From an optimization exercise on the open Yosys and OpenROAD flow, aimed at small area, a short achievable clock period and few clock cycles per item; shortcuts taken in it are not production practice.
Where RTL was checked, it was by simulation tests only, not by an equivalence proof against the original.

==> indigo: inputs <==
==> flow/design.v (excerpt) <==
module ekf_top (
    input  logic        clk,
    input  logic        n_rst,
    input  logic        meas_req,
    input  logic [29:0] meas,
    output logic        meas_ack,
    output logic        result_req,
    output logic [47:0] result,
    input  logic        result_ack
);
==> flow/config.mk <==
export PLATFORM = sky130hd
export DESIGN_NAME = ekf_top
export DESIGN_NICKNAME = ekf_top
export VERILOG_FILES = /design/flow/design.v
export SDC_FILE = /design/flow/constraint.sdc
export NUM_CORES = 4
export LEC_CHECK = 0
export CAP_MARGIN = 20
export CORE_MARGIN = 2
export CORE_UTILIZATION = 50
export SLEW_MARGIN = 20
export SYNTH_HIERARCHICAL = 1
export SYNTH_MINIMUM_KEEP_SIZE = 0
==> flow/constraint.sdc <==
create_clock -name core_clock -period 22.0 [get_ports {clk}]
set_input_delay 4.4000 -clock core_clock [delete_from_list [all_inputs] [get_ports {clk}]]
set_output_delay 4.4000 -clock core_clock [all_outputs]
set_load 0.01 [all_outputs]
standard.sh (not shown) runs the stock make flow with config.mk's settings and CLKGATE_MAP_FILE= SYNTH_SCRIPT=/design/flow/synth_recipe.tcl, a recipe that flattens the netlist after the stock synthesis.
==> flow/flow/run.sh <==
#!/bin/bash
# the standard flow, with timing repair aiming 16.4 ns below the clock period
bash standard.sh SETUP_SLACK_MARGIN=16.4 finish > standard.log 2>&1
==> inputs of willow, as changes to indigo <==
--- a/flow/design.v
+++ b/flow/design.v
@@ -62,15 +62,15 @@
     logic signed [23:0] c_v;
     assign c_init = cap[29];
     assign ti     = cap[28:24];
     assign c_v    = cap[23:0];
     logic signed [23:0] s_src;
     logic               tsel;         
-    assign s_src = c_init ? 24'sh640000 : soc;
+    assign s_src = (c_init && !s3) ? 24'sh640000 : soc;
     assign tsel  = !c_init && (soc[23] || !(soc[22] || soc[21]));
-    logic [23:0] c1;
+    logic signed [23:0] c1;
     always_comb begin
         case ({tsel, ti})
             6'd32: c1 = 24'h0;
             6'd33: c1 = 24'hfffe8c;
             6'd34: c1 = 24'hfffd18;
             6'd35: c1 = 24'hfffba5;
@@ -134,20 +134,22 @@
             6'd29: c1 = 24'h2b89;
             6'd30: c1 = 24'h1d06;
             6'd31: c1 = 24'he83;
             default: c1 = '0;
         endcase
     end
-    logic signed [23:0] soc_p_n;
+    logic signed [23:0] soc_p_n, add_b;
+    logic signed [23:0] vrc_pr, e;        
     logic signed [7:0]  p_int;
     logic               blo_n, bhi_n;
-    assign soc_p_n = s_src + c1;
+    assign add_b   = s3 ? (e >>> 1) : c1;
+    assign soc_p_n = s_src + add_b;
     assign p_int   = soc_p_n[23:16];
     assign blo_n   = p_int < 8'sd20;
     assign bhi_n   = p_int > 8'sd95;
-    logic signed [23:0] soc_n, vrc_n;
+    logic signed [23:0] soc_n;
     logic               tsel_n;
     logic [9-1:0]   cf_d, cf;
     logic               cf_e2;
     logic signed [23:0] xx;
     assign xx     = vrc;
     assign tsel_n = wr ? (soc_n[23] || !(soc_n[22] || soc_n[21]))
@@ -164,13 +166,12 @@
     assign cf_e2   = !(cf[0] || cf[1] || cf[2]);
     always_ff @(posedge clk) begin
         cf <= cf_d;
     end
     logic [23:0] vrow;
     logic [20:0] qrow;
-    logic signed [23:0] vrc_pr, e;
     logic [24-1:0]  rp, rn;       
     logic [24-1:0] icp, icn;     
     logic [23:0]        xn;
     logic [4:0]         tin;
     logic [2:0]         m3;           
     assign xn   = ~xx;
@@ -2157,49 +2158,46 @@
     logic ts897, tc898;
     ekf_fa u_ts897 (pb512, pb359, pb429, ts897, tc898);
     logic ts899, tc900;
     ekf_fa u_ts899 (tc890, ts897, tc892, ts899, tc900);
     logic ts901, tc902;
     ekf_ha u_ts901 (tc894, ts899, ts901, tc902);
-    logic [22-1:0]  la, lb;
-    logic [22:0]    lsum;
-    logic [25-1:0] ms, mc, rsum;
+    logic [23-1:0]  la, lb;
+    logic [23:0]    lsum;
+    logic [24-1:0] ms, mc, rsum;
     logic            mcin;
-    assign la   = {tc250, tc222, tc198, tc178, ts175, tc140, tc124, tc108, tc92, tc78, tc64, ts61, tc40, ts37, ts27, ts17, ts9, ts3, pb2, pb1, pb0, pb478};
-    assign lb   = {ts279, ts249, ts221, ts197, ts177, ts157, ts139, ts123, ts107, ts91, ts77, ts63, ts51, ts39, ts29, ts19, ts11, ts5, ts1, 1'b0, pb479, 1'b0};
+    assign la   = {tc280, tc250, tc222, tc198, tc178, ts175, tc140, tc124, tc108, tc92, tc78, tc64, ts61, tc40, ts37, ts27, ts17, ts9, ts3, pb2, pb1, pb0, pb478};
+    assign lb   = {ts311, ts279, ts249, ts221, ts197, ts177, ts157, ts139, ts123, ts107, ts91, ts77, ts63, ts51, ts39, ts29, ts19, ts11, ts5, ts1, 1'b0, pb479, 1'b0};
     assign lsum = la + lb;
     always_ff @(posedge clk) begin
         if (s1 || s2) begin
-            ms   <= {tc896, tc888, tc878, tc866, tc850, tc832, tc812, tc790, tc768, tc746, tc722, tc698, tc672, tc646, tc618, tc590, tc560, tc528, tc494, tc458, tc422, tc386, tc348, ts345, tc280};
-            mc   <= {ts901, ts895, ts887, ts877, ts865, ts849, ts831, ts811, ts789, ts767, ts745, ts721, ts697, ts671, ts645, ts617, ts589, ts559, ts527, ts493, ts457, ts421, ts385, ts347, ts311};
-            mcin <= lsum[22];
+            ms   <= {tc896, tc888, tc878, tc866, tc850, tc832, tc812, tc790, tc768, tc746, tc722, tc698, tc672, tc646, tc618, tc590, tc560, tc528, tc494, tc458, tc422, tc386, tc348, ts345};
+            mc   <= {ts901, ts895, ts887, ts877, ts865, ts849, ts831, ts811, ts789, ts767, ts745, ts721, ts697, ts671, ts645, ts617, ts589, ts559, ts527, ts493, ts457, ts421, ts385, ts347};
+            mcin <= lsum[23];
         end
     end
     assign rsum   = ms + mc + mcin;
-    assign vrc_pr = rsum[46-22:23-22];
-    assign e      = rsum[45-22:22-22];
+    assign vrc_pr = rsum[46-23:23-23];
+    assign e      = {rsum[45-23:0], 1'b0};    
     localparam logic [23:0] soc_flip = 24'sh640000;
     logic [23:0] soc_r;
     assign soc = soc_r ^ soc_flip;
     always_ff @(posedge clk or negedge n_rst) begin
         if (!n_rst) begin
             soc_r <= '0;
             vrc   <= 24'sh000000;
         end else begin
             if (wr)
                 soc_r <= soc_n ^ soc_flip;
             else if (s2)
                 soc_r <= vrc_pr ^ soc_flip;
-            if (wr)
-                vrc <= vrc_n;
-            else if (leave1)
+            if (wr || leave1)
                 vrc <= soc_p_n;
         end
     end
     assign soc_n = vrc + (e >>> 3);
-    assign vrc_n = soc + (e >>> 1);
     assign result = {soc, vrc};
 endmodule
 module ekf_fa (
     input  logic a,
     input  logic b,
     input  logic c,
==> flow/flow/run.sh (replaced) <==
#!/bin/bash
# the standard flow, with timing repair aiming 16.5 ns below the clock period
bash standard.sh SETUP_SLACK_MARGIN=16.5 finish > standard.log 2>&1
CTS_CLUSTER_DIAMETER = 60   (was unset)
CTS_CLUSTER_SIZE = 30   (was unset)
==> inputs of cedar, as changes to indigo <==
--- a/flow/design.v
+++ b/flow/design.v
@@ -62,15 +62,15 @@
     logic signed [23:0] c_v;
     assign c_init = cap[29];
     assign ti     = cap[28:24];
     assign c_v    = cap[23:0];
     logic signed [23:0] s_src;
     logic               tsel;         
-    assign s_src = c_init ? 24'sh640000 : soc;
+    assign s_src = (c_init && !s3) ? 24'sh640000 : soc;
     assign tsel  = !c_init && (soc[23] || !(soc[22] || soc[21]));
-    logic [23:0] c1;
+    logic signed [23:0] c1;
     always_comb begin
         case ({tsel, ti})
             6'd32: c1 = 24'h0;
             6'd33: c1 = 24'hfffe8c;
             6'd34: c1 = 24'hfffd18;
             6'd35: c1 = 24'hfffba5;
@@ -134,20 +134,22 @@
             6'd29: c1 = 24'h2b89;
             6'd30: c1 = 24'h1d06;
             6'd31: c1 = 24'he83;
             default: c1 = '0;
         endcase
     end
-    logic signed [23:0] soc_p_n;
+    logic signed [23:0] soc_p_n, add_b;
+    logic signed [23:0] vrc_pr, e;        
     logic signed [7:0]  p_int;
     logic               blo_n, bhi_n;
-    assign soc_p_n = s_src + c1;
+    assign add_b   = s3 ? (e >>> 1) : c1;
+    assign soc_p_n = s_src + add_b;
     assign p_int   = soc_p_n[23:16];
     assign blo_n   = p_int < 8'sd20;
     assign bhi_n   = p_int > 8'sd95;
-    logic signed [23:0] soc_n, vrc_n;
+    logic signed [23:0] soc_n;
     logic               tsel_n;
     logic [9-1:0]   cf_d, cf;
     logic               cf_e2;
     logic signed [23:0] xx;
     assign xx     = vrc;
     assign tsel_n = wr ? (soc_n[23] || !(soc_n[22] || soc_n[21]))
@@ -164,13 +166,12 @@
     assign cf_e2   = !(cf[0] || cf[1] || cf[2]);
     always_ff @(posedge clk) begin
         cf <= cf_d;
     end
     logic [23:0] vrow;
     logic [20:0] qrow;
-    logic signed [23:0] vrc_pr, e;
     logic [24-1:0]  rp, rn;       
     logic [24-1:0] icp, icn;     
     logic [23:0]        xn;
     logic [4:0]         tin;
     logic [2:0]         m3;           
     assign xn   = ~xx;
@@ -2157,49 +2158,46 @@
     logic ts897, tc898;
     ekf_fa u_ts897 (pb512, pb359, pb429, ts897, tc898);
     logic ts899, tc900;
     ekf_fa u_ts899 (tc890, ts897, tc892, ts899, tc900);
     logic ts901, tc902;
     ekf_ha u_ts901 (tc894, ts899, ts901, tc902);
-    logic [22-1:0]  la, lb;
-    logic [22:0]    lsum;
-    logic [25-1:0] ms, mc, rsum;
+    logic [23-1:0]  la, lb;
+    logic [23:0]    lsum;
+    logic [24-1:0] ms, mc, rsum;
     logic            mcin;
-    assign la   = {tc250, tc222, tc198, tc178, ts175, tc140, tc124, tc108, tc92, tc78, tc64, ts61, tc40, ts37, ts27, ts17, ts9, ts3, pb2, pb1, pb0, pb478};
-    assign lb   = {ts279, ts249, ts221, ts197, ts177, ts157, ts139, ts123, ts107, ts91, ts77, ts63, ts51, ts39, ts29, ts19, ts11, ts5, ts1, 1'b0, pb479, 1'b0};
+    assign la   = {tc280, tc250, tc222, tc198, tc178, ts175, tc140, tc124, tc108, tc92, tc78, tc64, ts61, tc40, ts37, ts27, ts17, ts9, ts3, pb2, pb1, pb0, pb478};
+    assign lb   = {ts311, ts279, ts249, ts221, ts197, ts177, ts157, ts139, ts123, ts107, ts91, ts77, ts63, ts51, ts39, ts29, ts19, ts11, ts5, ts1, 1'b0, pb479, 1'b0};
     assign lsum = la + lb;
     always_ff @(posedge clk) begin
         if (s1 || s2) begin
-            ms   <= {tc896, tc888, tc878, tc866, tc850, tc832, tc812, tc790, tc768, tc746, tc722, tc698, tc672, tc646, tc618, tc590, tc560, tc528, tc494, tc458, tc422, tc386, tc348, ts345, tc280};
-            mc   <= {ts901, ts895, ts887, ts877, ts865, ts849, ts831, ts811, ts789, ts767, ts745, ts721, ts697, ts671, ts645, ts617, ts589, ts559, ts527, ts493, ts457, ts421, ts385, ts347, ts311};
-            mcin <= lsum[22];
+            ms   <= {tc896, tc888, tc878, tc866, tc850, tc832, tc812, tc790, tc768, tc746, tc722, tc698, tc672, tc646, tc618, tc590, tc560, tc528, tc494, tc458, tc422, tc386, tc348, ts345};
+            mc   <= {ts901, ts895, ts887, ts877, ts865, ts849, ts831, ts811, ts789, ts767, ts745, ts721, ts697, ts671, ts645, ts617, ts589, ts559, ts527, ts493, ts457, ts421, ts385, ts347};
+            mcin <= lsum[23];
         end
     end
     assign rsum   = ms + mc + mcin;
-    assign vrc_pr = rsum[46-22:23-22];
-    assign e      = rsum[45-22:22-22];
+    assign vrc_pr = rsum[46-23:23-23];
+    assign e      = {rsum[45-23:0], 1'b0};    
     localparam logic [23:0] soc_flip = 24'sh640000;
     logic [23:0] soc_r;
     assign soc = soc_r ^ soc_flip;
     always_ff @(posedge clk or negedge n_rst) begin
         if (!n_rst) begin
             soc_r <= '0;
             vrc   <= 24'sh000000;
         end else begin
             if (wr)
                 soc_r <= soc_n ^ soc_flip;
             else if (s2)
                 soc_r <= vrc_pr ^ soc_flip;
-            if (wr)
-                vrc <= vrc_n;
-            else if (leave1)
+            if (wr || leave1)
                 vrc <= soc_p_n;
         end
     end
     assign soc_n = vrc + (e >>> 3);
-    assign vrc_n = soc + (e >>> 1);
     assign result = {soc, vrc};
 endmodule
 module ekf_fa (
     input  logic a,
     input  logic b,
     input  logic c,
==> flow/flow/run.sh (replaced) <==
#!/bin/bash
# the standard flow, with timing repair aiming 16.5 ns below the clock period
bash standard.sh SETUP_SLACK_MARGIN=16.5 finish > standard.log 2>&1
CORE_UTILIZATION = 60   (was 50)
PLACE_DENSITY = 0.8   (was unset)
==> comparison table <==
quantity	cedar	indigo	willow
Filler cell count	2998	4298	3974
Post-synthesis adder-cell area fraction	44.69%	43.62%	44.69%
Worst clock skew	0.01568 ns	0.03074 ns	0.01788 ns
Synth Area per Inst	9.955 µm²	9.838 µm²	9.955 µm²
Post-DR wirelength/cell	26.18 µm	26.29 µm	26.43 µm
Register clock-pin slew on the reported worst setup and hold paths	0.08 ns	0.08 ns	0.07 ns
First-pass GRT wire length	112300 µm	122900 µm	116400 µm
Number of instances in the placed design	2768	3022	2862
Vias/cell	6.509	6.178	6.119
Final sequential cell count	156	158	156
Final cycle utilization of the critical path	25.20%	25.31%	25.14%
Number of detailed-route iterations in the first pass	5	6	6
Multi-input gate area in the final layout	17900 µm²	18970 µm²	17930 µm²
Number of global-route vias before repair	19260	19820	18800
Area delta synth->final	10.63%	11.14%	11.23%
Length of routed met2 wiring	33600 µm	37540 µm	36130 µm
Core Region	37490 µm²	47550 µm²	45190 µm²
Number of synthesized flops with an enable pin	79	81	79
Status	timing/DRC/antenna clean	timing/DRC/antenna clean	timing/DRC/antenna clean
Fraction of area in multi-input gates	71.06%	71.18%	70.81%
Mux share of post-synthesis cell area	2.165%	2.290%	2.165%
Testbench counts of willow, summed over its fixed seeds: cycles 6,160, items 2,048.
Testbench counts of cedar, summed over its fixed seeds: cycles 6,160, items 2,048.
No functional check of the RTL was part of indigo.

static timing again, ports no longer ideal:
The results above use ideal ports. As a check the final layouts listed here were re-extracted and re-timed, cells and wires unchanged. Step 1 sets driving cells, clkbuf_16 on the clock port and buf_2 on the other inputs (assumed; they add their load-dependent delay and slew). Step 2 adds t to the input delays and takes it off the output delays; t is the mean of the earliest and latest rising clock arrival at the registers after step 1. Input paths then give back, and output paths get back, about the clock's delay inside the block. a / b / c = no drivers / after step 1 / after step 2; a / b = the first two.
run	shift t [ns]	setup WS [ns]	worst hold slack (ns)	cell pins on the clock port's net
indigo	0.564	16.432 / 16.375 / 15.945	0.523 / 0.523 / 0.523	1
willow	0.542	16.469 / 16.408 / 16.033	0.525 / 0.525 / 0.525	1
cedar	0.533	16.457 / 16.405 / 16.036	0.532 / 0.532 / 0.532	1
After both steps every run listed still meets setup and hold. The setup slack of indigo, which loses most, moves by -0.057 ns with the drivers and by -0.487 ns with both steps.
